Context: an optimization exercise on an open-source flow, tuned for small area. The choices shown serve that exercise and are no tape-out recipe.
In this exercise RTL edits were held to simulation tests only and were not proved equivalent to the original. The clock port is modelled as an ideal driver; clocking choices that lean on that would not hold on a real chip.

==> trial 68: inputs <==
// us_frontend_top
module us_frontend_top (
	input logic clock_50,
	input logic rst_n,
	input logic [6-1:0] s_awaddr,
	input logic s_awvalid,
	output logic s_awready,
	input logic [32-1:0] s_wdata,
	input logic [32/8-1:0] s_wstrb,
	input logic s_wvalid,
	output logic s_wready,
	output logic [1:0] s_bresp,
	output logic s_bvalid,
	input logic s_bready,
	input logic [6-1:0] s_araddr,
	input logic s_arvalid,
	output logic s_arready,
	output logic [32-1:0] s_rdata,
	output logic [1:0] s_rresp,
	output logic s_rvalid,
	input logic s_rready,
	output logic bf_spi_cs_n,
	output logic bf_spi_sck,
	output logic bf_spi_sdo,
	input logic bf_spi_sdi,
	output logic bf_tx_en,
	output logic bf_reset,
	output logic pulser_en,
	output logic txrx_spi_en,  
	output logic txrx_sw_off,
	output logic [11-1:0] mux_cnt,
	output logic fifo_en  
);
==> module lm96570_spi, before the edit <==
module lm96570_spi (
	input logic clock_50,
	input logic rst_n,
	input logic cmd_start,
	input logic [8-1:0] cmd_num_bits,
	input logic [70-1:0] cmd_tx_data,
	output logic [70-1:0] cmd_rx_data,
	output logic cmd_rx_valid,  
	output logic cmd_done,
	output logic cs_n,
	output logic sck,
	output logic sdo,
	input logic sdi
);
	localparam int DW = 70;
	localparam int HALF = 12;
	localparam int DIV_W = $clog2(HALF);
	localparam int BW = 8;
	logic busy;
	logic phase;  
	logic [DIV_W-1:0] div_cnt;
	logic [BW-1:0] bits_left;
	logic samp;
	logic [DW-1:0] sh;
	logic [DW-1:0] hit;  
	logic [DW-1:0] load_mask;
	logic start_ok, tick, fall, fin;
	assign start_ok = cmd_start && !busy;
	assign tick = (div_cnt == DIV_W'(HALF - 1));
	assign fall = busy && tick && phase;
	assign fin = busy && tick && !phase && (bits_left == '0);
	assign cs_n = !busy;
	assign sck = phase;
	always_comb begin
		for (int i = 0; i < DW; i++) begin
			hit[i] = (bits_left == BW'(i + 1));
			load_mask[i] = (cmd_num_bits > BW'(i)) && (cmd_num_bits <= BW'(DW));
		end
	end
	assign sdo = busy && |(sh & hit);
	always_ff @(posedge clock_50) begin
		if (!rst_n) begin
			busy <= 1'b0;
			cmd_done <= 1'b0;
			phase <= 1'b0;
			cmd_rx_valid <= 1'b0;
		end else if (start_ok) begin
			busy <= 1'b1;
			cmd_done <= 1'b0;
			phase <= 1'b0;
		end else if (busy && tick) begin
			if (phase) begin
				phase <= 1'b0;
			end else if (bits_left == '0) begin
				busy <= 1'b0;
				cmd_done <= 1'b1;
				cmd_rx_valid <= 1'b1;
			end else begin
				phase <= 1'b1;
			end
		end
	end
	always_ff @(posedge clock_50) begin
		if (start_ok) begin
			div_cnt <= '0;
			bits_left <= cmd_num_bits;
		end else begin
			div_cnt <= tick ? '0 : div_cnt + 1'b1;
			if (fall) begin
				bits_left <= bits_left - 1'b1;
			end
		end
		if (busy && tick && !phase) begin
			samp <= sdi;
		end
	end
	always_ff @(posedge clock_50) begin
		for (int i = 0; i < DW; i++) begin
			if (start_ok) begin
				sh[i] <= cmd_tx_data[i] && load_mask[i];
			end else if (fall && hit[i]) begin
				sh[i] <= samp;
			end
		end
	end
	always_ff @(posedge clock_50) begin
		if (fin) begin
			cmd_rx_data <= sh;
		end
	end
endmodule
==> module pulse_echo_fsm, before the edit <==
module pulse_echo_fsm (
	input logic clock_50,
	input logic rst_n,
	input logic cfg_start,  
	input logic [32-1:0] cfg_init_delay,  
	input logic [32-1:0] cfg_samples,  
	input logic [32-1:0] cfg_tx_len,  
	output logic cfg_done,
	output logic tx_en,
	output logic fifo_en
);
	localparam int TW = 32;
	logic st_tx, st_dly, st_win, st_done;  
	logic [TW-1:0] cnt;  
	logic [TW-1:0] dly_q;  
	logic [TW-1:0] smp_q;
	logic dly_nz, smp_nz;  
	logic tx_nz_in, dly_nz_in, smp_nz_in;
	logic last;
	logic start_ok;
	logic to_dly, to_win;
	assign tx_nz_in = |cfg_tx_len;
	assign dly_nz_in = |cfg_init_delay;
	assign smp_nz_in = |cfg_samples;
	assign last = (cnt == TW'(1));
	assign start_ok = cfg_start && !st_tx && !st_dly && !st_win;
	assign tx_en = st_tx;
	assign fifo_en = st_win;
	assign cfg_done = st_done;
	assign to_dly = st_tx && last && dly_nz;
	assign to_win = (st_tx && last && !dly_nz && smp_nz) || (st_dly && last && smp_nz);
	always_ff @(posedge clock_50) begin
		if (start_ok) begin
			dly_q <= cfg_init_delay;
			smp_q <= cfg_samples;
			dly_nz <= dly_nz_in;
			smp_nz <= smp_nz_in;
		end
	end
	always_ff @(posedge clock_50) begin
		if (start_ok) begin
			cnt <= tx_nz_in ? cfg_tx_len : (dly_nz_in ? cfg_init_delay : cfg_samples);
		end else if (last) begin
			cnt <= to_dly ? dly_q : smp_q;
		end else begin
			cnt <= cnt - 1'b1;
		end
	end
	always_ff @(posedge clock_50) begin
		if (!rst_n) begin
			st_tx <= 1'b0;
			st_dly <= 1'b0;
			st_win <= 1'b0;
			st_done <= 1'b0;
		end else if (start_ok) begin
			st_tx <= tx_nz_in;
			st_dly <= !tx_nz_in && dly_nz_in;
			st_win <= !tx_nz_in && !dly_nz_in && smp_nz_in;
			st_done <= !tx_nz_in && !dly_nz_in && !smp_nz_in;
		end else if (last && (st_tx || st_dly || st_win)) begin
			st_tx <= 1'b0;
			st_dly <= to_dly;
			st_win <= to_win;
			st_done <= !to_dly && !to_win;
		end
	end
endmodule
==> flow/config.mk <==
export PLATFORM = sky130hd
export DESIGN_NAME = us_frontend_top
export DESIGN_NICKNAME = us_frontend_top
export VERILOG_FILES = /design/flow/design.v
export SDC_FILE = /design/flow/constraint.sdc
export NUM_CORES = 4
export LEC_CHECK = 0
export CAP_MARGIN = 20
export CORE_MARGIN = 2
export CORE_UTILIZATION = 40
export SLEW_MARGIN = 20
==> flow/constraint.sdc <==
create_clock -name core_clock -period 10.0 [get_ports {clock_50}]
set_input_delay 2.0000 -clock core_clock [delete_from_list [all_inputs] [get_ports {clock_50}]]
set_output_delay 2.0000 -clock core_clock [all_outputs]
set_load 0.01 [all_outputs]
run.sh (not shown) runs the stock make flow with config.mk's settings and CLKGATE_MAP_FILE= SYNTH_SCRIPT=/design/flow/synth_recipe.tcl, a recipe that flattens the netlist after the stock synthesis.
==> build 10: changes against trial 68 <==
--- a/flow/design.v
+++ b/flow/design.v
@@ -79,8 +79,8 @@
 	input logic rst_n,
-	input logic cmd_start,
-	input logic [8-1:0] cmd_num_bits,
-	input logic [70-1:0] cmd_tx_data,
-	output logic [70-1:0] cmd_rx_data,
+	input logic cmd_start,  
+	input logic [8-1:0] cmd_num_bits,  
+	input logic [70-1:0] cmd_tx_data,  
+	output logic [70-1:0] cmd_rx_data,  
 	output logic cmd_rx_valid,  
-	output logic cmd_done,
+	output logic cmd_done,  
 	output logic cs_n,
@@ -96,10 +96,10 @@
 	logic phase;  
-	logic [DIV_W-1:0] div_cnt;
+	logic samp;  
+	logic [DIV_W-1:0] div_cnt;  
 	logic [BW-1:0] bits_left;
-	logic samp;
 	logic [DW-1:0] sh;
 	logic [DW-1:0] hit;  
-	logic [DW-1:0] load_mask;
+	logic [DW-1:0] keep;  
 	logic start_ok, tick, fall, fin;
-	assign start_ok = cmd_start && !busy;
+	assign start_ok = cmd_start && !busy;  
 	assign tick = (div_cnt == DIV_W'(HALF - 1));
@@ -112,3 +112,3 @@
 			hit[i] = (bits_left == BW'(i + 1));
-			load_mask[i] = (cmd_num_bits > BW'(i)) && (cmd_num_bits <= BW'(DW));
+			keep[i] = (cmd_num_bits > BW'(i)) && (cmd_num_bits <= BW'(DW));
 		end
@@ -128,4 +128,4 @@
 			if (phase) begin
-				phase <= 1'b0;
-			end else if (bits_left == '0) begin
+				phase <= 1'b0;  
+			end else if (bits_left == '0) begin  
 				busy <= 1'b0;
@@ -134,3 +134,3 @@
 			end else begin
-				phase <= 1'b1;
+				phase <= 1'b1;  
 			end
@@ -151,7 +151,5 @@
 		end
-	end
-	always_ff @(posedge clock_50) begin
 		for (int i = 0; i < DW; i++) begin
 			if (start_ok) begin
-				sh[i] <= cmd_tx_data[i] && load_mask[i];
+				sh[i] <= cmd_tx_data[i] && keep[i];
 			end else if (fall && hit[i]) begin
@@ -160,4 +158,2 @@
 		end
-	end
-	always_ff @(posedge clock_50) begin
 		if (fin) begin
@@ -192,3 +188,3 @@
 	assign smp_nz_in = |cfg_samples;
-	assign last = (cnt == TW'(1));
+	assign last = (cnt[TW-1:1] == '0);  
 	assign start_ok = cfg_start && !st_tx && !st_dly && !st_win;
==> flow/flow/run.sh (new file) <==
#!/bin/bash
# The standard layout, with three changes:
#  - after the standard synthesis, the gates between the registers are re-mapped by ABC
#    for area (reabc.tcl); every register keeps its instance, name and cell
#  - port buffers use the small sky130_fd_sc_hd__buf_1 (every port is still buffered)
#  - CTS clusters up to 30 sinks per leaf buffer and inserts no dummy loads
set -euo pipefail
export BUFFER_PORTS_ARGS="-buffer_cell sky130_fd_sc_hd__buf_1"
export CTS_ARGS="-sink_clustering_enable -repair_clock_nets -sink_clustering_size 30 -sink_clustering_max_diameter 100 -dont_use_dummy_load"

bash standard.sh synth > synth.log 2>&1

R=orfs/results/$FLOW_PLATFORM/us_frontend_top/base
cp $R/1_2_yosys.v std_1_2_yosys.v
export REABC_IN=std_1_2_yosys.v
export REABC_OUT=$R/1_2_yosys.v
export REABC_LIB=$FLOW_HOME/platforms/$FLOW_PLATFORM/lib/sky130_fd_sc_hd__tt_025C_1v80.lib
export REABC_SCRIPT=$(pwd)/flow/reabc.abc
export REABC_DONT_USE="$(grep -o -- '-dont_use [^ ]*' orfs/logs/$FLOW_PLATFORM/us_frontend_top/base/1_2_yosys.log | awk '{print $2}' | sort -u | tr '\n' ' ')"
yosys -c flow/reabc.tcl -l reabc.log > reabc.out 2>&1
rm -f $R/1_synth.odb $R/1_synth.sdc

bash standard.sh > standard.log 2>&1
==> flow/flow/reabc.abc (new file) <==
strash
&get -n
&deepsyn -T 60
&put
dch -f
amap -F 20 -A 30 -C 5000
topo
==> flow/flow/reabc.tcl (new file) <==
# Re-map the combinational logic of the standard synthesis netlist for area.
# Registers and tie cells are kept as they are (same instances, names and cells);
# only the gates between them are rebuilt by ABC.
# env: REABC_IN, REABC_OUT, REABC_LIB, REABC_SCRIPT, REABC_DONT_USE
yosys -import
set lib $::env(REABC_LIB)
read_liberty -ignore_miss_func $lib
read_verilog $::env(REABC_IN)
hierarchy -check -top $::env(FLOW_TOP)
set keep {}
foreach c [split [exec grep -o {sky130_fd_sc_hd__[a-z0-9_]*} $::env(REABC_IN) | sort -u] "\n"] {
  if {[regexp {df|conb|dl} $c]} { lappend keep $c }
}
puts "kept cells: $keep"
foreach c $keep { setattr -mod -set keep_hierarchy 1 $c }
flatten
# wires named after the flattened gate pins carry no design name
yosys rename -hide w:_*_.*
foreach c $keep { blackbox $c }
techmap
opt_expr
opt_clean
set du {}
foreach c $::env(REABC_DONT_USE) { lappend du -dont_use $c }
abc -liberty $lib {*}$du -script $::env(REABC_SCRIPT)
opt_clean
hilomap -singleton -hicell sky130_fd_sc_hd__conb_1 HI -locell sky130_fd_sc_hd__conb_1 LO
splitnets
opt_clean -purge
insbuf -buf sky130_fd_sc_hd__buf_4 A X
hierarchy -top $::env(FLOW_TOP)
write_verilog -noattr -nohex -nodec $::env(REABC_OUT)
# read the result back against the cell library and check it
design -reset
read_liberty -lib $lib
read_verilog $::env(REABC_OUT)
hierarchy -check -top $::env(FLOW_TOP)
check -assert -mapped
tee -o $::env(REABC_OUT).stat stat -liberty $lib
==> flow/standard.sh (new file) <==
#!/bin/bash
# synth_recipe.tcl (not shown) runs the flow's synth.tcl, then flattens the netlist and writes it again
# the make line also repeats each setting of config.mk as NAME=value (left out here)
make -C /OpenROAD-flow-scripts/flow DESIGN_CONFIG=/design/flow/config.mk WORK_HOME=/design/flow/orfs CLKGATE_MAP_FILE= SYNTH_SCRIPT=/design/flow/synth_recipe.tcl "${@:-finish}"
Settings changed: CAP_MARGIN 20 to 5, CORE_UTILIZATION 40 to 60, GPL_TIMING_DRIVEN set to 0, SLEW_MARGIN 20 to 5.
removed: flow/run.sh
==> build 66: changes against trial 68 <==
--- a/flow/design.v
+++ b/flow/design.v
@@ -79,8 +79,8 @@
 	input logic rst_n,
-	input logic cmd_start,
-	input logic [8-1:0] cmd_num_bits,
-	input logic [70-1:0] cmd_tx_data,
-	output logic [70-1:0] cmd_rx_data,
+	input logic cmd_start,  
+	input logic [8-1:0] cmd_num_bits,  
+	input logic [70-1:0] cmd_tx_data,  
+	output logic [70-1:0] cmd_rx_data,  
 	output logic cmd_rx_valid,  
-	output logic cmd_done,
+	output logic cmd_done,  
 	output logic cs_n,
@@ -96,10 +96,11 @@
 	logic phase;  
-	logic [DIV_W-1:0] div_cnt;
+	logic samp;  
+	logic [DIV_W-1:0] div_cnt;  
 	logic [BW-1:0] bits_left;
-	logic samp;
+	logic [BW-1:0] n_q;  
 	logic [DW-1:0] sh;
-	logic [DW-1:0] hit;  
-	logic [DW-1:0] load_mask;
+	logic [DW-1:0] keep;  
+	logic n_ok;  
 	logic start_ok, tick, fall, fin;
-	assign start_ok = cmd_start && !busy;
+	assign start_ok = cmd_start && !busy;  
 	assign tick = (div_cnt == DIV_W'(HALF - 1));
@@ -111,7 +112,7 @@
 		for (int i = 0; i < DW; i++) begin
-			hit[i] = (bits_left == BW'(i + 1));
-			load_mask[i] = (cmd_num_bits > BW'(i)) && (cmd_num_bits <= BW'(DW));
+			keep[i] = (n_q > BW'(i));
 		end
 	end
-	assign sdo = busy && |(sh & hit);
+	assign n_ok = (n_q != '0) && (n_q <= BW'(DW));
+	assign sdo = busy && (bits_left != '0) && n_ok && sh[n_q - 1'b1];
 	always_ff @(posedge clock_50) begin
@@ -128,4 +129,4 @@
 			if (phase) begin
-				phase <= 1'b0;
-			end else if (bits_left == '0) begin
+				phase <= 1'b0;  
+			end else if (bits_left == '0) begin  
 				busy <= 1'b0;
@@ -134,3 +135,3 @@
 			end else begin
-				phase <= 1'b1;
+				phase <= 1'b1;  
 			end
@@ -142,2 +143,3 @@
 			bits_left <= cmd_num_bits;
+			n_q <= cmd_num_bits;
 		end else begin
@@ -151,15 +153,9 @@
 		end
-	end
-	always_ff @(posedge clock_50) begin
-		for (int i = 0; i < DW; i++) begin
-			if (start_ok) begin
-				sh[i] <= cmd_tx_data[i] && load_mask[i];
-			end else if (fall && hit[i]) begin
-				sh[i] <= samp;
-			end
+		if (start_ok) begin
+			sh <= cmd_tx_data;
+		end else if (fall) begin
+			sh <= {sh[DW-2:0], samp};
 		end
-	end
-	always_ff @(posedge clock_50) begin
 		if (fin) begin
-			cmd_rx_data <= sh;
+			cmd_rx_data <= sh & keep;
 		end
==> flow/flow/run.sh (new file) <==
#!/bin/bash
set -euo pipefail
export BUFFER_PORTS_ARGS="-buffer_cell sky130_fd_sc_hd__buf_1"
export CTS_ARGS="-sink_clustering_enable -repair_clock_nets -sink_clustering_size 30 -sink_clustering_max_diameter 100 -dont_use_dummy_load"
bash standard.sh > standard.log 2>&1
==> flow/standard.sh (new file) <==
#!/bin/bash
# synth_recipe.tcl (not shown) runs the flow's synth.tcl, then flattens the netlist and writes it again
# the make line also repeats each setting of config.mk as NAME=value (left out here)
make -C /OpenROAD-flow-scripts/flow DESIGN_CONFIG=/design/flow/config.mk WORK_HOME=/design/flow/orfs CLKGATE_MAP_FILE= SYNTH_SCRIPT=/design/flow/synth_recipe.tcl "${@:-finish}"
Settings changed: CORE_UTILIZATION 40 to 60.
removed: flow/run.sh
==> build 22: changes against trial 68 <==
--- a/flow/design.v
+++ b/flow/design.v
@@ -79,8 +79,8 @@
 	input logic rst_n,
-	input logic cmd_start,
-	input logic [8-1:0] cmd_num_bits,
-	input logic [70-1:0] cmd_tx_data,
-	output logic [70-1:0] cmd_rx_data,
+	input logic cmd_start,  
+	input logic [8-1:0] cmd_num_bits,  
+	input logic [70-1:0] cmd_tx_data,  
+	output logic [70-1:0] cmd_rx_data,  
 	output logic cmd_rx_valid,  
-	output logic cmd_done,
+	output logic cmd_done,  
 	output logic cs_n,
@@ -96,10 +96,11 @@
 	logic phase;  
-	logic [DIV_W-1:0] div_cnt;
+	logic samp;  
+	logic [DIV_W-1:0] div_cnt;  
 	logic [BW-1:0] bits_left;
-	logic samp;
+	logic [BW-1:0] n_q;  
 	logic [DW-1:0] sh;
-	logic [DW-1:0] hit;  
-	logic [DW-1:0] load_mask;
+	logic [DW-1:0] keep;  
+	logic n_ok;  
 	logic start_ok, tick, fall, fin;
-	assign start_ok = cmd_start && !busy;
+	assign start_ok = cmd_start && !busy;  
 	assign tick = (div_cnt == DIV_W'(HALF - 1));
@@ -111,7 +112,7 @@
 		for (int i = 0; i < DW; i++) begin
-			hit[i] = (bits_left == BW'(i + 1));
-			load_mask[i] = (cmd_num_bits > BW'(i)) && (cmd_num_bits <= BW'(DW));
+			keep[i] = (n_q > BW'(i));
 		end
 	end
-	assign sdo = busy && |(sh & hit);
+	assign n_ok = (n_q != '0) && (n_q <= BW'(DW));
+	assign sdo = busy && (bits_left != '0) && n_ok && sh[n_q - 1'b1];
 	always_ff @(posedge clock_50) begin
@@ -128,4 +129,4 @@
 			if (phase) begin
-				phase <= 1'b0;
-			end else if (bits_left == '0) begin
+				phase <= 1'b0;  
+			end else if (bits_left == '0) begin  
 				busy <= 1'b0;
@@ -134,3 +135,3 @@
 			end else begin
-				phase <= 1'b1;
+				phase <= 1'b1;  
 			end
@@ -142,2 +143,3 @@
 			bits_left <= cmd_num_bits;
+			n_q <= cmd_num_bits;
 		end else begin
@@ -151,15 +153,9 @@
 		end
-	end
-	always_ff @(posedge clock_50) begin
-		for (int i = 0; i < DW; i++) begin
-			if (start_ok) begin
-				sh[i] <= cmd_tx_data[i] && load_mask[i];
-			end else if (fall && hit[i]) begin
-				sh[i] <= samp;
-			end
+		if (start_ok) begin
+			sh <= cmd_tx_data;
+		end else if (fall) begin
+			sh <= {sh[DW-2:0], samp};
 		end
-	end
-	always_ff @(posedge clock_50) begin
 		if (fin) begin
-			cmd_rx_data <= sh;
+			cmd_rx_data <= sh & keep;
 		end
Settings changed: CORE_UTILIZATION 40 to 60, CTS_CLUSTER_DIAMETER set to 100, CTS_CLUSTER_SIZE set to 30.
==> flow_metrics.env <==
export IMPL_status="finished clean"
export IMPL_utilization=0.652
export IMPL_buf_share=0.0264
export IMPL_dp_hpwl_mm=46.8
export IMPL_skew_ns=0.0246
export IMPL_setup_slack_ns=4.14
export IMPL_met3_usage=0.0704
The numbers above come from build 66.

==> flow_metrics.env <==
export IMPL_met3_usage=0.0682
export IMPL_skew_ns=0.0237
export IMPL_utilization=0.672
export IMPL_setup_slack_ns=3.63
export IMPL_buf_share=0.0533
export IMPL_status="finished clean"
export IMPL_dp_hpwl_mm=47.2
The numbers above come from build 22.

==> flow_metrics.env <==
export IMPL_status="finished clean"
export IMPL_met3_usage=0.0371
export IMPL_path_class="reg2out"
export IMPL_setup_slack_ns=4.09
export IMPL_dp_hpwl_mm=51.3
export IMPL_utilization=0.466
The numbers above come from trial 68.

==> flow_metrics.env <==
export IMPL_status="finished clean"
export IMPL_wl_met3_mm=8.79
export IMPL_skew_ns=0.0250
export IMPL_met3_usage=0.0751
export IMPL_utilization=0.674
export IMPL_dp_hpwl_mm=50.1
export IMPL_buf_share=0.0473
The numbers above come from build 10.

==> what the ideal ports hide <==
No port has a modelled driver above. Below, the same layouts with a new extraction and two added sets of constraints. Step 1, drivers: a clkbuf_16 drives clock_50 and a buf_2 each remaining input, both assumed. Step 2 also shifts input and output timing later by t, the mid clock arrival at the registers, as if the neighbouring blocks saw the same clock. Slacks: ideal / step 1 / step 2; pairs: ideal / step 1.
run | shift t [ns] | setup slack, ns | pins driven straight from the clock port
trial 68 | 0.665 | 4.088 / 4.028 / 4.521 | 1
build 10 | 0.610 | 3.720 / 3.720 / 3.720 | 1
build 66 | 0.605 | 4.143 / 4.091 / 4.695 | 1
build 22 | 0.612 | 3.629 / 3.572 / 4.184 | 1
After both steps setup and hold are still met in every run listed.
